Context: an optimization exercise on an open-source flow, tuned for a short achievable clock period and few clock cycles per item. The choices shown serve that exercise and are no tape-out recipe.
Function was checked by simulation only, so behaviour that the tests miss may differ from the original.
Power figures rest on the tool's default switching activity, not on a simulated workload.

==> v24: inputs <==
==> flow/design.v (excerpt) <==
module fetch_stage (
    input  logic             clk,
    input  logic             rst,
    input  logic             redirect_valid,
    input  fetch_pkg::addr_t redirect_pc,
    output logic             icache_req_valid,
    output fetch_pkg::addr_t icache_req_addr,
    input  logic             icache_req_ready,
    input  logic             icache_resp_valid,
    input  fetch_pkg::addr_t icache_resp_data,
    output logic             inst_valid,
    output fetch_pkg::addr_t inst,
    output fetch_pkg::addr_t inst_pc,
    output logic             inst_pred_taken,
    output fetch_pkg::addr_t inst_pred_target,
    input  logic             inst_ready,
    input  logic             btb_update_valid,
    input  fetch_pkg::addr_t btb_update_pc,
    input  fetch_pkg::addr_t btb_update_target
);
    fetch_pkg::addr_t pc;
    fetch_pkg::addr_t pc_plus4;
    fetch_pkg::addr_t hold_data;
    fetch_pkg::addr_t hold_jal_target;
    logic             btb_hit;
    fetch_pkg::addr_t btb_target;
    logic             ras_push;
    fetch_pkg::addr_t ras_push_addr;
    logic             ras_pop;
    fetch_pkg::addr_t ras_top_addr;
    logic             ras_empty;
    logic             fast_need_add;
    logic             fast_taken;
    fetch_pkg::addr_t fast_target;
    logic             fast_push;
    logic             fast_pop;
    logic             hold_taken;
    fetch_pkg::addr_t hold_target;
  ...
==> flow/config.mk <==
export PLATFORM = sky130hd
export DESIGN_NAME = fetch_stage
export DESIGN_NICKNAME = fetch_stage
export VERILOG_FILES = /design/flow/design.v
export SDC_FILE = /design/flow/constraint.sdc
export NUM_CORES = 4
export LEC_CHECK = 0
export ABC_CLOCK_PERIOD_IN_PS = 2400
export CAP_MARGIN = 20
export CORE_MARGIN = 2
export CORE_UTILIZATION = 65
export PLACE_DENSITY = 0.75
export SETUP_SLACK_MARGIN = 3.5
export SLEW_MARGIN = 20

export DONT_USE_CELLS = sky130_fd_sc_hd__a2111o_1 sky130_fd_sc_hd__a2111o_2 sky130_fd_sc_hd__a2111o_4 sky130_fd_sc_hd__a2111oi_0 sky130_fd_sc_hd__a2111oi_1 sky130_fd_sc_hd__a2111oi_2 sky130_fd_sc_hd__a2111oi_4 sky130_fd_sc_hd__a41o_1 sky130_fd_sc_hd__a41o_2 sky130_fd_sc_hd__a41o_4 sky130_fd_sc_hd__a41oi_1 sky130_fd_sc_hd__a41oi_2 sky130_fd_sc_hd__a41oi_4 sky130_fd_sc_hd__and4_1 sky130_fd_sc_hd__and4_2 sky130_fd_sc_hd__and4_4 sky130_fd_sc_hd__and4b_1 sky130_fd_sc_hd__and4b_2 sky130_fd_sc_hd__and4b_4 sky130_fd_sc_hd__and4bb_1 sky130_fd_sc_hd__and4bb_2 sky130_fd_sc_hd__and4bb_4 sky130_fd_sc_hd__fa_1 sky130_fd_sc_hd__fa_2 sky130_fd_sc_hd__fa_4 sky130_fd_sc_hd__ha_1 sky130_fd_sc_hd__ha_2 sky130_fd_sc_hd__ha_4 sky130_fd_sc_hd__nor4_1 sky130_fd_sc_hd__nor4_2 sky130_fd_sc_hd__nor4_4 sky130_fd_sc_hd__nor4b_1 sky130_fd_sc_hd__nor4b_2 sky130_fd_sc_hd__nor4b_4 sky130_fd_sc_hd__nor4bb_1 sky130_fd_sc_hd__nor4bb_2 sky130_fd_sc_hd__nor4bb_4 sky130_fd_sc_hd__o2111a_1 sky130_fd_sc_hd__o2111a_2 sky130_fd_sc_hd__o2111a_4 sky130_fd_sc_hd__o2111ai_1 sky130_fd_sc_hd__o2111ai_2 sky130_fd_sc_hd__o2111ai_4 sky130_fd_sc_hd__o41a_1 sky130_fd_sc_hd__o41a_2 sky130_fd_sc_hd__o41a_4 sky130_fd_sc_hd__o41ai_1 sky130_fd_sc_hd__o41ai_2 sky130_fd_sc_hd__o41ai_4 sky130_fd_sc_hd__or3_1 sky130_fd_sc_hd__or3_2 sky130_fd_sc_hd__or3_4 sky130_fd_sc_hd__or3b_1 sky130_fd_sc_hd__or3b_2 sky130_fd_sc_hd__or3b_4 sky130_fd_sc_hd__or4_1 sky130_fd_sc_hd__or4_2 sky130_fd_sc_hd__or4_4 sky130_fd_sc_hd__or4b_1 sky130_fd_sc_hd__or4b_2 sky130_fd_sc_hd__or4b_4 sky130_fd_sc_hd__or4bb_1 sky130_fd_sc_hd__or4bb_2 sky130_fd_sc_hd__or4bb_4 
==> flow/constraint.sdc <==
create_clock -name core_clock -period 6.0 [get_ports {clk}]
set_input_delay 1.2000 -clock core_clock [delete_from_list [all_inputs] [get_ports {clk}]]
set_output_delay 1.2000 -clock core_clock [all_outputs]
set_load 0.01 [all_outputs]
standard.sh (not shown) runs the stock make flow with config.mk's settings and CLKGATE_MAP_FILE= SYNTH_SCRIPT=/design/flow/synth_recipe.tcl, a recipe that flattens the netlist after the stock synthesis.
==> flow/flow/run.sh <==
#!/bin/bash
# Standard layout, with more cells kept out of synthesis and sizing: the slow
# wide OR/AND/NOR gates, the four-input AND-OR/OR-AND gates and the adder cells
# (with those gone, synthesis leaves adders to ABC as plain gates). Registers,
# their names and cell types are those of the standard synthesis.
set -euo pipefail
extra=$(tr -s ' \n' ' ' < flow/dont_use.txt)
printf '\nexport DONT_USE_CELLS = %s\n' "$extra" >> config.mk
bash standard.sh finish > standard_flow.log 2>&1
==> flow/flow/dont_use.txt <==
sky130_fd_sc_hd__a2111o_1 sky130_fd_sc_hd__a2111o_2 sky130_fd_sc_hd__a2111o_4 sky130_fd_sc_hd__a2111oi_0 sky130_fd_sc_hd__a2111oi_1 sky130_fd_sc_hd__a2111oi_2 sky130_fd_sc_hd__a2111oi_4 sky130_fd_sc_hd__a41o_1 sky130_fd_sc_hd__a41o_2 sky130_fd_sc_hd__a41o_4 sky130_fd_sc_hd__a41oi_1 sky130_fd_sc_hd__a41oi_2 sky130_fd_sc_hd__a41oi_4 sky130_fd_sc_hd__and4_1 sky130_fd_sc_hd__and4_2 sky130_fd_sc_hd__and4_4 sky130_fd_sc_hd__and4b_1 sky130_fd_sc_hd__and4b_2 sky130_fd_sc_hd__and4b_4 sky130_fd_sc_hd__and4bb_1 sky130_fd_sc_hd__and4bb_2 sky130_fd_sc_hd__and4bb_4 sky130_fd_sc_hd__fa_1 sky130_fd_sc_hd__fa_2 sky130_fd_sc_hd__fa_4 sky130_fd_sc_hd__ha_1 sky130_fd_sc_hd__ha_2 sky130_fd_sc_hd__ha_4 sky130_fd_sc_hd__nor4_1 sky130_fd_sc_hd__nor4_2 sky130_fd_sc_hd__nor4_4 sky130_fd_sc_hd__nor4b_1 sky130_fd_sc_hd__nor4b_2 sky130_fd_sc_hd__nor4b_4 sky130_fd_sc_hd__nor4bb_1 sky130_fd_sc_hd__nor4bb_2 sky130_fd_sc_hd__nor4bb_4 sky130_fd_sc_hd__o2111a_1 sky130_fd_sc_hd__o2111a_2 sky130_fd_sc_hd__o2111a_4 sky130_fd_sc_hd__o2111ai_1 sky130_fd_sc_hd__o2111ai_2 sky130_fd_sc_hd__o2111ai_4 sky130_fd_sc_hd__o41a_1 sky130_fd_sc_hd__o41a_2 sky130_fd_sc_hd__o41a_4 sky130_fd_sc_hd__o41ai_1 sky130_fd_sc_hd__o41ai_2 sky130_fd_sc_hd__o41ai_4 sky130_fd_sc_hd__or3_1 sky130_fd_sc_hd__or3_2 sky130_fd_sc_hd__or3_4 sky130_fd_sc_hd__or3b_1 sky130_fd_sc_hd__or3b_2 sky130_fd_sc_hd__or3b_4 sky130_fd_sc_hd__or4_1 sky130_fd_sc_hd__or4_2 sky130_fd_sc_hd__or4_4 sky130_fd_sc_hd__or4b_1 sky130_fd_sc_hd__or4b_2 sky130_fd_sc_hd__or4b_4 sky130_fd_sc_hd__or4bb_1 sky130_fd_sc_hd__or4bb_2 sky130_fd_sc_hd__or4bb_4 
==> inputs of v35, as changes to v24 <==
==> flow/run.sh (new file) <==
#!/bin/bash
# synth_recipe.tcl (not shown) runs the flow's synth.tcl, then flattens the netlist and writes it again
# the make line also repeats each setting of config.mk as NAME=value (left out here)
make -C /OpenROAD-flow-scripts/flow DESIGN_CONFIG=/design/flow/config.mk WORK_HOME=/design/flow/orfs CLKGATE_MAP_FILE= SYNTH_SCRIPT=/design/flow/synth_recipe.tcl finish
DONT_USE_CELLS = unset   (was sky130_fd_sc_hd__a2111o_1 sky130_fd_sc_hd__a2111o_2 sky130_fd_sc_hd__a2111o_4 sky130_fd_sc_hd__a2111oi_0 sky130_fd_sc_hd__a2111oi_1 sky130_fd_sc_hd__a2111oi_2 sky130_fd_sc_hd__a2111oi_4 sky130_fd_sc_hd__a41o_1 sky130_fd_sc_hd__a41o_2 sky130_fd_sc_hd__a41o_4 sky130_fd_sc_hd__a41oi_1 sky130_fd_sc_hd__a41oi_2 sky130_fd_sc_hd__a41oi_4 sky130_fd_sc_hd__and4_1 sky130_fd_sc_hd__and4_2 sky130_fd_sc_hd__and4_4 sky130_fd_sc_hd__and4b_1 sky130_fd_sc_hd__and4b_2 sky130_fd_sc_hd__and4b_4 sky130_fd_sc_hd__and4bb_1 sky130_fd_sc_hd__and4bb_2 sky130_fd_sc_hd__and4bb_4 sky130_fd_sc_hd__fa_1 sky130_fd_sc_hd__fa_2 sky130_fd_sc_hd__fa_4 sky130_fd_sc_hd__ha_1 sky130_fd_sc_hd__ha_2 sky130_fd_sc_hd__ha_4 sky130_fd_sc_hd__nor4_1 sky130_fd_sc_hd__nor4_2 sky130_fd_sc_hd__nor4_4 sky130_fd_sc_hd__nor4b_1 sky130_fd_sc_hd__nor4b_2 sky130_fd_sc_hd__nor4b_4 sky130_fd_sc_hd__nor4bb_1 sky130_fd_sc_hd__nor4bb_2 sky130_fd_sc_hd__nor4bb_4 sky130_fd_sc_hd__o2111a_1 sky130_fd_sc_hd__o2111a_2 sky130_fd_sc_hd__o2111a_4 sky130_fd_sc_hd__o2111ai_1 sky130_fd_sc_hd__o2111ai_2 sky130_fd_sc_hd__o2111ai_4 sky130_fd_sc_hd__o41a_1 sky130_fd_sc_hd__o41a_2 sky130_fd_sc_hd__o41a_4 sky130_fd_sc_hd__o41ai_1 sky130_fd_sc_hd__o41ai_2 sky130_fd_sc_hd__o41ai_4 sky130_fd_sc_hd__or3_1 sky130_fd_sc_hd__or3_2 sky130_fd_sc_hd__or3_4 sky130_fd_sc_hd__or3b_1 sky130_fd_sc_hd__or3b_2 sky130_fd_sc_hd__or3b_4 sky130_fd_sc_hd__or4_1 sky130_fd_sc_hd__or4_2 sky130_fd_sc_hd__or4_4 sky130_fd_sc_hd__or4b_1 sky130_fd_sc_hd__or4b_2 sky130_fd_sc_hd__or4b_4 sky130_fd_sc_hd__or4bb_1 sky130_fd_sc_hd__or4bb_2 sky130_fd_sc_hd__or4bb_4 )
removed: flow/flow/run.sh
removed: flow/flow/dont_use.txt
removed: flow/standard.sh
==> impl_metrics.py <==
metrics = {
    "worst_setup_path": {
        "reg2reg_depth": 10,
        "required_ns": 6.71,
    },
    "power": {
        "pwr-share-seq_pct": 52.6,
        "cellPowerDensity_nw_per_um2": 310,
    },
    "outcome": {
        "status": "timing/DRC/antenna clean",
    },
    "global_routing": {
        "use_met2_pct": 65.2,
    },
    "logic_synthesis": {
        "synth_cell_types": 73,
    },
    "final_layout": {
        "drive_above_1_share_pct": 23.8,
    },
}
[end of results for v35]
==> impl_metrics.py <==
metrics = {
    "global_routing": {
        "use_met2_pct": 64.3,
    },
    "worst_setup_path": {
        "reg2reg_depth": 9,
    },
    "power": {
        "pwr-share-seq_pct": 53.8,
    },
    "logic_synthesis": {
        "synth_cell_types": 60,
    },
    "outcome": {
        "status": "timing/DRC/antenna clean",
    },
}
[end of results for v24]
Testbench counts of v24, summed over its fixed seeds: cycles 861,219, items 160,000.
Testbench counts of v35, summed over its fixed seeds: cycles 861,219, items 160,000.

-- static timing again, ports no longer ideal --
How much do the figures lean on ideal ports? The routed layouts below were timed once more, with nothing changed but the port constraints.
Step 1, drivers: a clkbuf_16 drives clk and a buf_2 each remaining input, both assumed.
Step 2 moves the port delays by t, midway between the first and last clock arrival at a register: inputs arrive t later, outputs are due t later. That takes back most of the time a late clock gives input paths.
Slacks: ideal / step 1 / step 2; pairs: ideal / step 1.
run	t (ns)	slack for setup (ns)	worst hold slack (ns)	latest minus earliest clock arrival (ns)	cell pins on the clock port's net
v24	0.935	3.276 / 3.257 / 2.387	0.362 / 0.362 / 0.362	0.073 / 0.074	1
v35	0.950	2.789 / 2.789 / 2.341	0.377 / 0.377 / 0.377	0.046 / 0.047	1
After both steps setup and hold are still met in every run listed. For v24, which loses most, drivers alone change the setup slack by -0.019 ns; drivers and shift together by -0.889 ns.
